Source: an optimization exercise on an open RTL-to-GDS flow (aim: small area, a short achievable clock period and few clock cycles). Production flows keep margins and buffers that such runs may drop. Function was checked by simulation only, so behaviour that the tests miss may differ from the original. Power and IR drop assume default switching activity.

File: design/flow/flow/run.sh
#!/bin/bash
set -euo pipefail
export SETUP_SLACK_MARGIN=6.2
bash standard.sh > standard.log 2>&1
File: design/flow/standard.sh
#!/bin/bash
# synth_recipe.tcl (not shown) runs the flow's synth.tcl, then flattens the netlist and writes it again
# the make line also repeats each setting of config.mk as NAME=value (left out here)
make -C /OpenROAD-flow-scripts/flow DESIGN_CONFIG=/design/flow/config.mk WORK_HOME=/design/flow/orfs CLKGATE_MAP_FILE= SYNTH_SCRIPT=/design/flow/synth_recipe.tcl "${@:-finish}"
File: design/flow/config.mk
export PLATFORM = sky130hd
export DESIGN_NAME = concealment_top
export DESIGN_NICKNAME = concealment_top
export VERILOG_FILES = /design/flow/design.v
export SDC_FILE = /design/flow/constraint.sdc
export NUM_CORES = 4
export LEC_CHECK = 0
export CAP_MARGIN = 20
export CORE_MARGIN = 2
export CORE_UTILIZATION = 60
export SLEW_MARGIN = 20
File: design/flow/constraint.sdc
create_clock -name core_clock -period 9.0 [get_ports {clock}]
set_input_delay 1.8000 -clock core_clock [delete_from_list [all_inputs] [get_ports {clock}]]
set_output_delay 1.8000 -clock core_clock [all_outputs]
set_load 0.01 [all_outputs]
File: design/flow/design.v
package conceal_pkg;
    typedef enum logic [1:0] {
        SIZE_16 = 2'd0,
        SIZE_32 = 2'd1,
        SIZE_64 = 2'd2
    } packet_size_e;
    typedef enum logic [2:0] {
        SEQ_IDLE,
        SEQ_FETCH,
        SEQ_CHECK,
        SEQ_CONCEAL,
        SEQ_FINISH
    } seq_state_e;
    typedef enum logic [1:0] {
        PORT_IDLE,
        PORT_READ,
        PORT_AVERAGE,
        PORT_WRITE
    } port_state_e;
    typedef struct packed {
        logic                     cyc;
        logic                     stb;
        logic                     we;
        logic [16-1:0] adr;
        logic [8-1:0]      dat;
    } pix_wb_req_t;
    typedef struct packed {
        logic                ack;
        logic [8-1:0] dat;
    } pix_wb_rsp_t;
    typedef struct packed {
        logic               cyc;
        logic               stb;
        logic [8-1:0] adr;
    } flag_wb_req_t;
    typedef struct packed {
        logic               ack;
        logic [16-1:0] dat;
    } flag_wb_rsp_t;
    typedef struct packed {
        logic at_top;
        logic at_bottom;
        logic at_left;
        logic at_right;
    } edge_flags_t;
    typedef struct packed {
        logic [16-1:0] adr;
        edge_flags_t              edges;
    } conceal_job_t;
    typedef struct packed {
        logic [8-1:0] nw;
        logic [8-1:0] n;
        logic [8-1:0] ne;
        logic [8-1:0] w;
        logic [8-1:0] e;
        logic [8-1:0] sw;
        logic [8-1:0] s;
        logic [8-1:0] se;
    } neighbours_t;
endpackage
`timescale 1ns/1ps
module concealment_top (
    input  logic                     clock,
    input  logic                     reset,
    input  logic                     start,
    input  logic [1:0]               size,
    output logic                     done,
    output logic                     pix_cyc,
    output logic                     pix_stb,
    output logic                     pix_we,
    output logic [16-1:0] pix_adr,
    output logic [8-1:0]      pix_dat_w,
    input  logic                     pix_ack,
    input  logic [8-1:0]      pix_dat_r,
    output logic                     flag_cyc,
    output logic                     flag_stb,
    output logic [8-1:0]       flag_adr,
    input  logic                     flag_ack,
    input  logic [16-1:0]       flag_dat
);
    localparam logic [2:0] S_IDLE = 3'd0;
    localparam logic [2:0] S_SCAN = 3'd2;
    localparam logic [2:0] S_BUS  = 3'd3;
    localparam logic [2:0] S_DONE = 3'd4;
    localparam logic [1:0] PH_A = 2'd0;
    localparam logic [1:0] PH_B = 2'd1;
    localparam logic [1:0] PH_M = 2'd2;
    localparam logic [1:0] R_T = 2'd0;
    localparam logic [1:0] R_B = 2'd1;
    localparam logic [1:0] R_M = 2'd2;
    logic [2:0]  st;
    logic [1:0]  size_q;
    logic [7:0]  line;
    logic [7:0]  fadr_q;     
    logic        nxt;        
    logic        tp, bp;     
    logic [15:0] segf;       
    logic        cyc_q, we_q, fcyc_q, done_q;
    logic [15:0] adr_q;
    logic        it_v;
    logic [1:0]  it_ph, it_row;
    logic        it_pm1;     
    logic [7:0]  rc;
    logic        rd_iss;     
    logic        tag_m, tag_pm, tag_first, tag_last, tag_c1;
    logic        ptag_m, ptag_pm, ptag_first, ptag_last, ptag_c1;
    logic        ptag_tb, ptag_ev, ptag_wv;
    logic        proc_v;
    logic [7:0]  din;
    logic [8:0]  cs0, cs1, cs2;
    logic        cs2_ok;
    logic [7:0]  ev;
    logic        e_ok;
    logic [7:0]  wv;         
    logic        wpend;      
    logic        ops_act;
    logic [8:0]  pend;       
    logic        fin_e1, fin_e2;
    logic [9:0]  opnd_q;     
    logic        op_q, fin_q;
    logic [10:0] acc;
    logic [7:0]  pcw;        
    logic        eL, eR;     
    logic        eK, nL, nR, start1;
    logic [8:0]  mask;
    logic        mask_e1, mask_e2;
    logic [8:0]  avail, sel;
    logic [5:0]  early;
    logic [9:0]  opnd;
    logic [10:0] acc_sum;
    logic        fin_now, op_now;
    logic [1:0]  wa, wb, wd, we_, wf;
    assign eK = !tp || !bp;
    assign nL  = start1 ? (rc == 8'd1) : (fin_now ? 1'b0 : eL);
    assign nR  = start1 ? 1'b0 : (fin_now ? (pcw == 8'd253) : eR);
    assign wa  = nL ? 2'd0 : ((eK && nR) ? 2'd2 : 2'd1);
    assign wb  = 2'd1 + 2'(eK || nL || nR) + 2'(eK && (nL || nR));
    assign wd  = nR ? 2'd0 : ((eK && nL) ? 2'd2 : 2'd1);
    assign we_ = nL ? 2'd0 : (2'd1 + 2'(eK || nR) + 2'(eK && nR));
    assign wf  = nR ? 2'd0 : (2'd1 + 2'(eK || nL) + 2'(eK && nL));
    assign mask    = {wf == 2'd3, wd[1], wd[0], we_[1], we_[0], wb[1], wb[0], wa[1], wa[0]};
    assign mask_e1 = (wf == 2'd1);
    assign mask_e2 = wf[1];
    assign avail = pend & {e_ok, cs2_ok, cs2_ok, 6'b111111};
    assign fin_now = ops_act && (pend == 9'd0) && (e_ok || !(fin_e1 || fin_e2)) && !wpend;
    assign op_now  = (avail != 9'd0);
    always_comb begin
        sel = 9'd0;
        for (int i = 8; i >= 0; i = i - 1) begin
            if (avail[i]) sel = 9'(1) << i;
        end
    end
    always_comb begin
        opnd = ({10{sel[0]}} & {1'b0, cs0})
             | ({10{sel[1]}} & {cs0, 1'b0})
             | ({10{sel[2]}} & {1'b0, cs1})
             | ({10{sel[3]}} & {cs1, 1'b0})
             | ({10{sel[4]}} & {2'b0, wv})
             | ({10{sel[5]}} & {1'b0, wv, 1'b0})
             | ({10{sel[6]}} & {1'b0, cs2})
             | ({10{sel[7]}} & {cs2, 1'b0})
             | ({10{sel[8] || (fin_now && fin_e1)}} & {2'b0, ev})
             | ({10{fin_now && fin_e2}} & {1'b0, ev, 1'b0});
    end
    assign acc_sum = acc + 11'(opnd_q);
    assign early   = pend[5:0];
    logic [3:0]  first_seg;
    logic        any_seg;
    logic [15:0] seg_exp;
    logic [15:0] seg_done;
    logic [1:0]  first_row;
    logic        need_mid;
    logic        nr_valid;
    logic [1:0]  nr;
    logic        it_first, it_last;
    logic        cont;
    logic [7:0]  rc_inc, c0, c0_m1;
    logic [7:0]  line_m1, line_p1, rd_line;
    logic        slot_free, w_inflight, wreq, rd_guard, rd_hold, rd_ok, rd_go, run_done;
    logic        srch, init_it, pf_bus, tp_n;
    logic [1:0]  first_row_n;
    logic        ld_now, start_ops;
    always_comb begin
        first_seg = 4'd0;
        for (int i = 15; i >= 0; i = i - 1) begin
            if (segf[i]) first_seg = 4'(i);
        end
    end
    assign any_seg = (segf != 16'd0);
    always_comb begin
        for (int i = 0; i < 16; i = i + 1) begin
            case (size_q)
                2'd1:    seg_exp[i] = flag_dat[15 - i / 2];
                2'd2:    seg_exp[i] = flag_dat[15 - i / 4];
                default: seg_exp[i] = flag_dat[15 - i];
            endcase
            seg_done[i] = (4'(i) <= rc[7:4]);
        end
    end
    assign first_row = tp ? R_T : R_B;
    assign need_mid  = (it_ph != PH_B);
    always_comb begin
        nr_valid = 1'b0;
        nr       = R_M;
        case (it_row)
            R_T: begin
                if (bp) begin
                    nr_valid = 1'b1;
                    nr       = R_B;
                end else begin
                    nr_valid = need_mid;
                end
            end
            R_B:     nr_valid = need_mid;
            default: nr_valid = 1'b0;
        endcase
    end
    assign it_first = (it_row == first_row);
    assign it_last  = (it_row == R_B) || (it_row == R_T && !bp);
    assign rc_inc  = rc + 8'd1;
    assign c0      = {first_seg, 4'd0};
    assign c0_m1   = {first_seg - 4'd1, 4'hf};
    assign line_m1 = line - 8'd1;
    assign line_p1 = line + 8'd1;
    assign rd_line = (it_row == R_T) ? line_m1 : (it_row == R_B) ? line_p1 : line;
    assign cont    = (rc[3:0] != 4'd0) || segf[rc[7:4]];
    assign slot_free  = !cyc_q || pix_ack;
    assign w_inflight = cyc_q && we_q;
    assign wreq       = (wpend && !w_inflight) || fin_q;
    assign rd_guard   = it_first && ops_act && ((early & (early - 6'd1)) != 6'd0);
    assign rd_hold    = (it_ph == PH_A) && (it_row == R_M) && (ops_act || wpend || fin_q);
    assign rd_ok      = (st == S_BUS) && it_v && !rd_guard && !rd_hold;
    assign rd_go      = !wreq && rd_ok;
    assign run_done   = slot_free && wreq && !it_v && !ops_act && (st == S_BUS);
    assign srch       = (st == S_BUS) && !it_v && !rd_iss && any_seg && !fcyc_q && !nxt;
    assign init_it    = ((st == S_SCAN) && !fcyc_q && any_seg) || srch;
    assign pf_bus     = (st == S_BUS) && !it_v && !rd_iss && !any_seg && !fcyc_q && !nxt && bp;
    assign tp_n        = nxt ? (line_p1 != 8'd0) : tp;
    assign first_row_n = tp_n ? R_T : R_B;
    assign ptag_tb   = !ptag_m;
    assign ptag_ev   = ptag_m && ptag_pm;
    assign ptag_wv   = ptag_m && !ptag_pm;
    assign ld_now    = proc_v && ptag_tb;
    assign start1    = ld_now && ptag_first && ptag_c1;
    assign start_ops = (ld_now && ptag_first && ptag_pm)
                     || (fin_now && pcw == 8'd253);
    always_ff @(posedge clock or negedge reset) begin
        if (!reset) begin
            st      <= S_IDLE;
            cyc_q   <= 1'b0;
            fcyc_q  <= 1'b0;
            done_q  <= 1'b0;
            wpend   <= 1'b0;
            ops_act <= 1'b0;
            proc_v  <= 1'b0;
            e_ok    <= 1'b0;
            cs2_ok  <= 1'b0;
            it_v    <= 1'b0;
            rd_iss  <= 1'b0;
            op_q    <= 1'b0;
            fin_q   <= 1'b0;
        end else begin
            done_q <= 1'b0;
            proc_v <= pix_ack && cyc_q && !we_q;
            op_q   <= op_now && ops_act;
            fin_q  <= fin_now;
            if (slot_free) begin
                cyc_q  <= wreq || rd_ok;
                rd_iss <= rd_go;
            end else begin
                rd_iss <= 1'b0;
            end
            if (fin_now) begin
                ops_act <= 1'b0;
                e_ok    <= 1'b0;
            end
            if (fin_q) begin
                wpend <= 1'b1;
            end
            if (start_ops) begin
                ops_act <= 1'b1;
            end
            if (ld_now && ptag_pm) begin
                cs2_ok <= ptag_last;
            end
            if (proc_v && ptag_ev) begin
                e_ok <= 1'b1;
            end
            if (flag_ack) begin
                fcyc_q <= 1'b0;
                nxt    <= 1'b1;
            end
            if (pix_ack && w_inflight) begin
                wpend <= 1'b0;
            end
            if (rd_iss && !nr_valid && it_ph == PH_M && !(cont && rc != 8'd255)) begin
                it_v <= 1'b0;
            end
            case (st)
                S_IDLE: begin
                    wpend <= 1'b0;
                    nxt   <= 1'b0;
                    if (start) begin
                        fcyc_q <= 1'b1;
                        st     <= S_SCAN;
                    end
                end
                S_SCAN: begin
                    ops_act <= 1'b0;
                    e_ok    <= 1'b0;
                    if (fcyc_q) begin
                    end else if (nxt) begin
                        nxt <= 1'b0;
                        if (any_seg) begin
                            it_v <= 1'b1;
                            st   <= S_BUS;
                        end else if (line_p1 != 8'd239) begin
                            fcyc_q <= 1'b1;
                        end
                    end else if (any_seg) begin
                        it_v <= 1'b1;
                        st   <= S_BUS;
                    end else if (bp) begin
                        fcyc_q <= 1'b1;
                    end else if (!cyc_q) begin
                        done_q <= 1'b1;
                        st     <= S_DONE;
                    end
                end
                S_BUS: begin
                    if (srch) it_v <= 1'b1;
                    if (pf_bus) fcyc_q <= 1'b1;
                    if (run_done) st <= S_SCAN;
                end
                default: begin
                    st <= S_IDLE;
                end
            endcase
        end
    end
    always_ff @(posedge clock) begin
        if (slot_free) begin
            we_q      <= wreq;
            adr_q     <= wreq ? {line, pcw} : {rd_line, rc};
            tag_m     <= (it_row == R_M);
            tag_pm    <= (it_ph == PH_M);
            tag_first <= it_first;
            tag_last  <= it_last;
            tag_c1    <= it_pm1;
        end
        din        <= pix_dat_r;
        ptag_m     <= tag_m;
        ptag_pm    <= tag_pm;
        ptag_first <= tag_first;
        ptag_last  <= tag_last;
        ptag_c1    <= tag_c1;
        if (st == S_IDLE && start) begin
            size_q <= size;
            line   <= 8'hff;      
            fadr_q <= 8'd0;
        end
        if (fcyc_q) begin
            segf <= seg_exp;
        end
        if (st == S_IDLE) begin
            acc  <= 11'd0;
            pend <= 9'd0;
        end
        if (st == S_SCAN && !fcyc_q) begin
            if (nxt) begin
                line <= line_p1;
                tp   <= (line_p1 != 8'd0);
                bp   <= (line_p1 != 8'd239);
                if (!any_seg) fadr_q <= fadr_q + 8'd1;
            end else if (!any_seg) begin
                fadr_q <= line_p1;
            end
        end
        if (pf_bus) begin
            fadr_q <= line_p1;
        end
        if (init_it) begin
            it_row <= first_row_n;
            it_pm1 <= 1'b0;
            if (first_seg != 4'd0) begin
                it_ph <= PH_A;
                rc    <= c0_m1;
            end else begin
                it_ph <= PH_B;
                rc    <= c0;
            end
        end
        if (rd_iss) begin
            if (nr_valid) begin
                it_row <= nr;
            end else begin
                it_row <= first_row;
                if (it_ph == PH_A) begin
                    it_ph <= PH_B;
                    rc    <= rc_inc;
                end else if (it_ph == PH_B) begin
                    it_ph  <= PH_M;
                    it_pm1 <= 1'b1;
                    rc     <= rc_inc;
                end else if (cont && rc != 8'd255) begin
                    it_pm1 <= 1'b0;
                    rc     <= rc_inc;
                end else begin
                    segf <= segf & ~seg_done;
                end
            end
        end
        if (proc_v) begin
            if (ptag_wv) wv <= din;
            if (ptag_ev) ev <= din;
        end
        if (ld_now) begin
            cs2 <= (ptag_first ? 9'd0 : cs2) + 9'(din);
            if (ptag_first) begin
                cs0 <= cs1;
                cs1 <= cs2;
            end
        end
        opnd_q <= opnd;
        if (fin_now) begin
            pcw <= pcw + 8'd1;
            eL  <= 1'b0;
            eR  <= (pcw == 8'd253);
            if (pcw == 8'd253) begin
                cs0 <= cs1;
                cs1 <= cs2;
            end
        end else if (op_now && ops_act) begin
            pend <= pend & ~sel;
        end
        if (start1) begin
            pcw <= rc - 8'd2;
            eL  <= (rc == 8'd1);
            eR  <= 1'b0;
        end
        if (start_ops) begin
            pend   <= mask;
            fin_e1 <= mask_e1;
            fin_e2 <= mask_e2;
        end
        if (fin_q) begin
            wv  <= acc_sum[10:3];
            acc <= 11'd0;
        end else if (op_q) begin
            acc <= acc_sum;
        end
    end
    assign done      = done_q;
    assign pix_cyc   = cyc_q;
    assign pix_stb   = cyc_q;
    assign pix_we    = we_q;
    assign pix_adr   = adr_q;
    assign pix_dat_w = wv;
    assign flag_cyc  = fcyc_q;
    assign flag_stb  = fcyc_q;
    assign flag_adr  = fadr_q;
endmodule
==> results.cfg, run 1 <==
[power_and_ir_drop]
power_leakage_uw = 0.00459
power.total_uw = 3590
vdd_drop_max_mv = 0.176
power-per-cell-area_nw_per_um2 = 316

[placed_design]
numPortBuffers = 68
globalplace.congestion = 0.868
dp_hpwl_mm = 17.1
placed_cell_area_um2 = 10600

[critical_path]
path_cells = buf_6
worstPathRequired_ns = 7.20
path_delay_family = flip-flops
crit_buf_inv = 1
ff2ff_setup_slack_ns = 6.29
cp_slowest_cell = dfrtp_4
slowest_delay_ns = 0.50
worst-setup-path-type = reg2out
crit_path_end_kind = output port
cp-start-kind = flip-flop
worstPathArrival_ns = 1.06
path_max_fanout = 3

[drt]
vias = 8147
detail-route-antenna-nets = 0
drc = 0
wl_mm = 24.8
drt_iter0_markers = 790
dr.pass1.iters = 5
wl_per_cell_um = 18.7
avgViaCountPerCell = 6.14

[synth]
yosysUniqueCellTypes = 79
synth_warnings = 1
synthFlopType = dfxtp_1
syn_area_per_cell_um2 = 9.50
ys_ff_latch = 185
synth_cells = 1039
synthArstFlopShare = 0.0811
synth_edf_count = 64
synth_seq_area_share = 0.448
synth_area_um2 = 9870
syn-num-nets = 1110

[grt]
grt_util_all_layers = 0.286
grt_max_degree = 26
grt_pass1_vias = 7656
grt_pass1_wl_mm = 40.0
grt_overflow = 0
antenna_found_initial = 0

[final_layout]
diodes = 0
areaGrowthSynthToFinish_pct = 15.0
final_area_um2 = 11300
finish.utilization = 0.709
layout.nets = 1169
drive_gt1_frac = 0.160

[timing]
final.period_utilization = 0.318
hold_viol = 0
layout_min_cycle_time_ns = 2.86
max_freq_mhz = 350
fin_skew_ns = 0.0113
fin_setup_tns_ns = 0
final_max_slew_viol_count = 0
setup_viol = 0
grt_setup_unrepaired = true
relSlewSlack = 0.379
tightest_slew_ns = 0.925

[clock_network]
worst_skew_pair.late_latency_ns = 0.43
htree_levels = 4
root_buffer = clkbuf_16
clock_path_buffers = 2
cts_tree = yes
clock_sinks = 185
cts_buffers = 17
cts.clk_slew.worst_paths_ns = 0.07

[floorplan]
ios = 69
core.rowCount = 46
die_area_um2 = 17500
initial_utilization = 0.617
core_um2 = 16000
die_h_um = 132
dieWidth_um = 132

[min_path]
hp-class = reg2reg

[job]
cap_viol_max_count = 0

[outcome]
status = timing/DRC/antenna clean
power breakdown:
| part | switching, µW | leakage (µW) | internal, µW |
|---|---|---|---|
| sequential | 355 | 0.00165 | 1180 |
| clock | 317 | 0.000294 | 453 |
| combinational | 690 | 0.00264 | 591 |
stage by stage:
| step | hold WS, ns | std cells | setup slack, ns |
|---|---|---|---|
| after floorplan | 0.323 | 1039 | 6.20 |
| after global placement | 0.324 | 1267 | 5.58 |
| after detailed placement | 0.327 | 1267 | 5.51 |
| after CTS | 0.331 | 1318 | 6.11 |
| after global routing | 0.338 | 1327 | 6.11 |
| final | 0.331 | 1327 | 6.14 |
cell usage in the layout, fill, tap and decap left out, types with 7 or more instances in the layout:
cell type | synthesis | final
a21o_1 | 9 | 9
a21oi_1 | 65 | 65
a221o_1 | 12 | 12
a221oi_1 | 9 | 9
a22oi_1 | 26 | 26
a31oi_1 | 8 | 8
a32oi_1 | 8 | 8
and2_1 | 8 | 7
and3_1 | 17 | 17
buf_2 | 6 | 32
buf_4 | 3 | 28
clkbuf_16 | 0 | 18
clkdlybuf4s50_1 | 0 | 28
dfrtp_1 | 15 | 13
dfxtp_1 | 106 | 93
dfxtp_2 | 0 | 12
edfxtp_1 | 64 | 64
ha_1 | 38 | 38
inv_1 | 41 | 41
mux2_2 | 25 | 25
mux2_4 | 10 | 10
mux2i_1 | 8 | 8
nand2_1 | 101 | 99
nand2b_1 | 12 | 11
nand3_1 | 39 | 39
nor2_1 | 89 | 87
nor2b_1 | 18 | 17
nor3_1 | 20 | 20
o21ai_0 | 64 | 63
o22ai_1 | 10 | 10
xnor2_1 | 25 | 25
xor2_1 | 18 | 18
cell usage after synthesis, drive strengths merged (22+ instances only):
library cell	number	area (µm²)
dfxtp	106	2120
a22oi	26	195
o21ai	66	330
nand2	101	379
nor2	91	347
clkbuf	46	173
nor3	22	133
a21oi	68	352
nand3	39	195
ha	38	475
inv	43	161
edfxtp	64	1920
mux2	35	432
xnor2	25	219
cell type report:
type,count,area (µm²)
clock buffers,21,462
clock inverters,11,143
fillers,1303,4660
inverters,43,164
multi-input cells,754,5110
flip-flops and latches,185,4440
well taps,216,270
repair buffers,97,754
final timing paths:
check | startpoint | endpoint | depth (start not counted)
setup / recovery | fcyc_q | flag_cyc | 1
hold / removal | tag_m | ptag_m | 0
setup reg to reg | rc[7] | rc[6] | 7
hold reg to reg | tag_m | ptag_m | 0
max in group asynchronous | reset | fcyc_q | 2
min in group asynchronous | reset | e_ok | 2
metal layers:
metal  part of all wire  vias to the layer above  global-route usage
li1                   -                     3923                   -
met2               0.45                      315               0.431
met4              0.014                        0              0.0771
met1               0.46                     3880               0.418
met3              0.077                       29              0.0650
met5                  0                        -                   0
kinds of logic (layout without fill, tap and decap cells):
group / count (synthesis) / after routing / share of synthesized area
compound gates: 271 / 271 / 0.184
xor+xnor: 43 / 43 / 0.0382
fa+ha+maj: 40 / 40 / 0.0523
buf+inv: 101 / 172 / 0.0419
flops: 185 / 185 / 0.448
mux: 45 / 45 / 0.0564
simple gates: 354 / 355 / 0.180
repair_timing:
| action | 4_1_cts | 5_1_grt |
|---|---|---|
| resized for setup | 170 | 19 |
| hold buffers | 0 | 0 |
| pin swaps | 2 | 4 |
| endpoints found under the setup margin | 91 | 43 |
| buffers inserted | 18 | 9 |
| gates cloned | 1 | 0 |
sequential cells by signal, summed over array words and instances, names as in the netlist, 2 cells and up:
register	flops
adr_q	16
segf	16
acc	11
opnd_q	10
cs0	9
cs1	9
cs2	9
pend	9
din	8
ev	8
fadr_q	8
line	8
pcw	8
rc	8
wv	8
st	3
it_ph	2
it_row	2
size_q	2
Testbench counts, summed over its fixed seeds: cycles 697,370.
==> inputs of run 2 (changes only) <==
--- a/design/flow/config.mk
+++ b/design/flow/config.mk
@@ -9,3 +9,3 @@
 export CORE_MARGIN = 2
-export CORE_UTILIZATION = 60
+export CORE_UTILIZATION = 40
 export SLEW_MARGIN = 20
==> run 2 against run 1 <==
Net effect: core utilization is 23 points lower; maximum frequency is 0.19% lower; clock power is 2% lower; largest power group unchanged; sequential power hardly changed; combinational power hardly changed; wire length is 0.48% higher; register-to-register slack better by 0.05 ns; synthesized cell count stayed put; still clean on timing, DRC and antenna; via count is 2.3% lower; final area is 1.5% higher; clock-buffer cell count is 2 lower; flip-flop and latch count stayed put.
==> results.cfg, run 2 <==
[outcome]
status = timing/DRC/antenna clean

[placed_design]
globalplace.congestion = 0.819
pre_cts_slack_ns = 5.55
placed_cell_area_um2 = 10700
numPortBuffers = 68
dp_hpwl_mm = 17.3

[drt]
avgViaCountPerCell = 5.52
dr.pass1.iters = 5
dr_wl_met3_mm = 1.02
detail-route-antenna-nets = 0
route.met2.wl_mm = 11.9
drt_iter0_markers = 516
vias = 7962
wl_mm = 24.9
wl_per_cell_um = 17.3
top_layer = met4
drc = 0
met1_length_mm = 11.8

[floorplan]
dieWidth_um = 161
die_h_um = 161
initial_utilization = 0.407
ios = 69
core.rowCount = 57
core_um2 = 24200
die_area_um2 = 25900

[synth]
yosysUniqueCellTypes = 79
syn_area_per_cell_um2 = 9.50
synth_seq_area_share = 0.448
synth_top_area_cell = dfxtp_1
yosysMostFrequentCell = dfxtp_1
synth_warnings = 1
synth_area_um2 = 9870
synthArstFlopShare = 0.0811
synth.top_cell.area_share = 0.215
synthTopCellsByArea = dfxtp_1 (22%), edfxtp_1 (19%), ha_1 (4.8%)
syn-num-nets = 1110
synth_commonest_cells = dfxtp_1 (106), nand2_1 (101), nor2_1 (89)
synth_cells = 1039
ys_ff_latch = 185
synthFlopType = dfxtp_1
synth_edf_count = 64

[critical_path]
worstPathArrival_ns = 1.07
path_cells = buf_2
worst-setup-path-type = reg2out
path_delay_family = flip-flops
crit_buf_inv = 1
worstPathRequired_ns = 7.20
cp-start-kind = flip-flop
cp_slowest_cell = dfrtp_4
crit_path_end_kind = output port
path_max_fanout = 3
slowest_delay_ns = 0.49

[final_layout]
fill_cells = 2395
final_cell_mix = nand2_1 (99), dfxtp_1 (94), nor2_1 (88)
areaGrowthSynthToFinish_pct = 16.7
largest_registers = adr_q x16, segf x16, acc x11
diodes = 0
drive_gt1_frac = 0.166
final_area_um2 = 11500
final_common_cell = nand2_1
layout.nets = 1176
finish.utilization = 0.475

[timing]
final.period_utilization = 0.319
tightest_slew_ns = 1.01
setup_ws_ns = 6.13
grt_setup_unrepaired = true
relSlewSlack = 0.325
hold_viol = 0
fin_setup_tns_ns = 0
fin_hold_ws_ns = 0.344
fin_skew_ns = 0.0153
max_freq_mhz = 349
final_max_slew_viol_count = 0
setup_viol = 0
layout_min_cycle_time_ns = 2.87

[min_path]
hp-class = reg2reg

[clock_network]
cts_tree = yes
htree_levels = 4
worst_skew_pair.late_latency_ns = 0.44
cts.clk_slew.worst_paths_ns = 0.07
clock_sinks = 185
root_buffer = clkbuf_16
clock_path_buffers = 2
cts_buffers = 17

[grt]
grt_overflow = 0
antenna_found_initial = 0
grt_pass1_vias = 7738
grt_pass1_wl_mm = 40.9
grt_max_degree = 29
grt_util_all_layers = 0.196

[power_and_ir_drop]
power-per-cell-area_nw_per_um2 = 311
power_leakage_uw = 0.00463
vdd_drop_max_mv = 0.127

[job]
cap_viol_max_count = 0
[run 2: cell count changes in the layout (fill, tap and decap cells not counted), sizes merged, moves of 2 or more]
cell / delta
buf: +8
clkinv: -2
inv: +6
dlymetal6s2s: +2
clkbuf: -2
bufinv: -3
clkdlybuf4s50: -2
[run 2: what timing repair did]
| item | 4_1_cts | 5_1_grt |
|---|---|---|
| hold buffers | 0 | 0 |
| gates resized for setup | 179 | 15 |
| pin swaps | 0 | 5 |
| setup buffers | 20 | 12 |
| cloned | 0 | 1 |
| endpoints found under the setup margin | 77 | 43 |
[run 2: cell families (layout without fill, tap and decap cells)]
family	count (synthesis)	in the layout	share of synthesized area
AND/OR/NAND/NOR	354	355	0.180
AO/OA/AOI/OAI	271	271	0.184
flip-flops	185	185	0.448
buffers and inverters	101	179	0.0419
multiplexers	45	45	0.0564
XOR/XNOR	43	43	0.0382
adder cells (fa/ha/maj)	40	40	0.0523
[run 2: power by group]
group	switching (µW)	internal [µW]
logic	702	605
registers	341	1180
clock network	359	399
total	1400	2180
[run 2: final timing paths]
path                       depth (start not counted)     start         to  slack [ns]
hold / removal                                     0  tag_last  ptag_last        0.34
min in group asynchronous                          1     reset      wpend        1.44
setup / recovery                                   1    fcyc_q   flag_cyc        6.13
setup reg to reg                                   7     rc[6]      rc[7]        6.34
hold reg to reg                                    0  tag_last  ptag_last        0.34
max in group asynchronous                          1     reset     fcyc_q        6.97
[run 2: layer usage]
layer,up-vias,global-route usage
met5,-,0
met4,0,0.0495
met3,22,0.0321
met2,184,0.325
met1,3815,0.269
li1,3941,-
[run 2: area by class of cell]
cell class	count	area, µm²	share of cell area
Sequential cell	185	4450	0.387
Clock buffer	19	475	0.0413
Clock inverter	13	123	0.0107
Multi-Input combinational cell	754	5100	0.443
Timing Repair Buffer	104	793	0.0689
Tap cell	324	405	0.0352
Inverter	43	164	0.0142
[run 2: stage by stage]
step	instances	total power (µW)
finish	1442	3590
detailed placement	1377	2820
global placement	1377	2800
floorplan	1039	2400
CTS	1429	3570
global route	1442	3840

==> afterwards: timing with drivers on the ports <==
How much do the figures lean on ideal ports? The routed layouts below were timed once more, with nothing changed but the port constraints. Step 1 assumes that a clkbuf_16 drives the clock port and a buf_2 every other input. Step 2 also shifts input and output timing later by t, the mid clock arrival at the registers, as if the neighbouring blocks saw the same clock. Three values: no drivers, after step 1, after step 2; two values: the first two.
run | shift t [ns] | setup WS [ns] | hold WS [ns] | worst setup path at the end | worst slew at a driven data input, ns
run 1 | 0.473 | 6.139 / 6.092 / 5.809 | 0.331 / 0.331 / 0.331 | input to register | 0.05
run 2 | 0.477 | 6.133 / 6.084 / 5.796 | 0.344 / 0.344 / 0.344 | input to register | 0.05
After both steps every run listed still meets setup and hold. The setup slack of run 2, which loses most, moves by -0.049 ns with the drivers and by -0.337 ns with both steps.
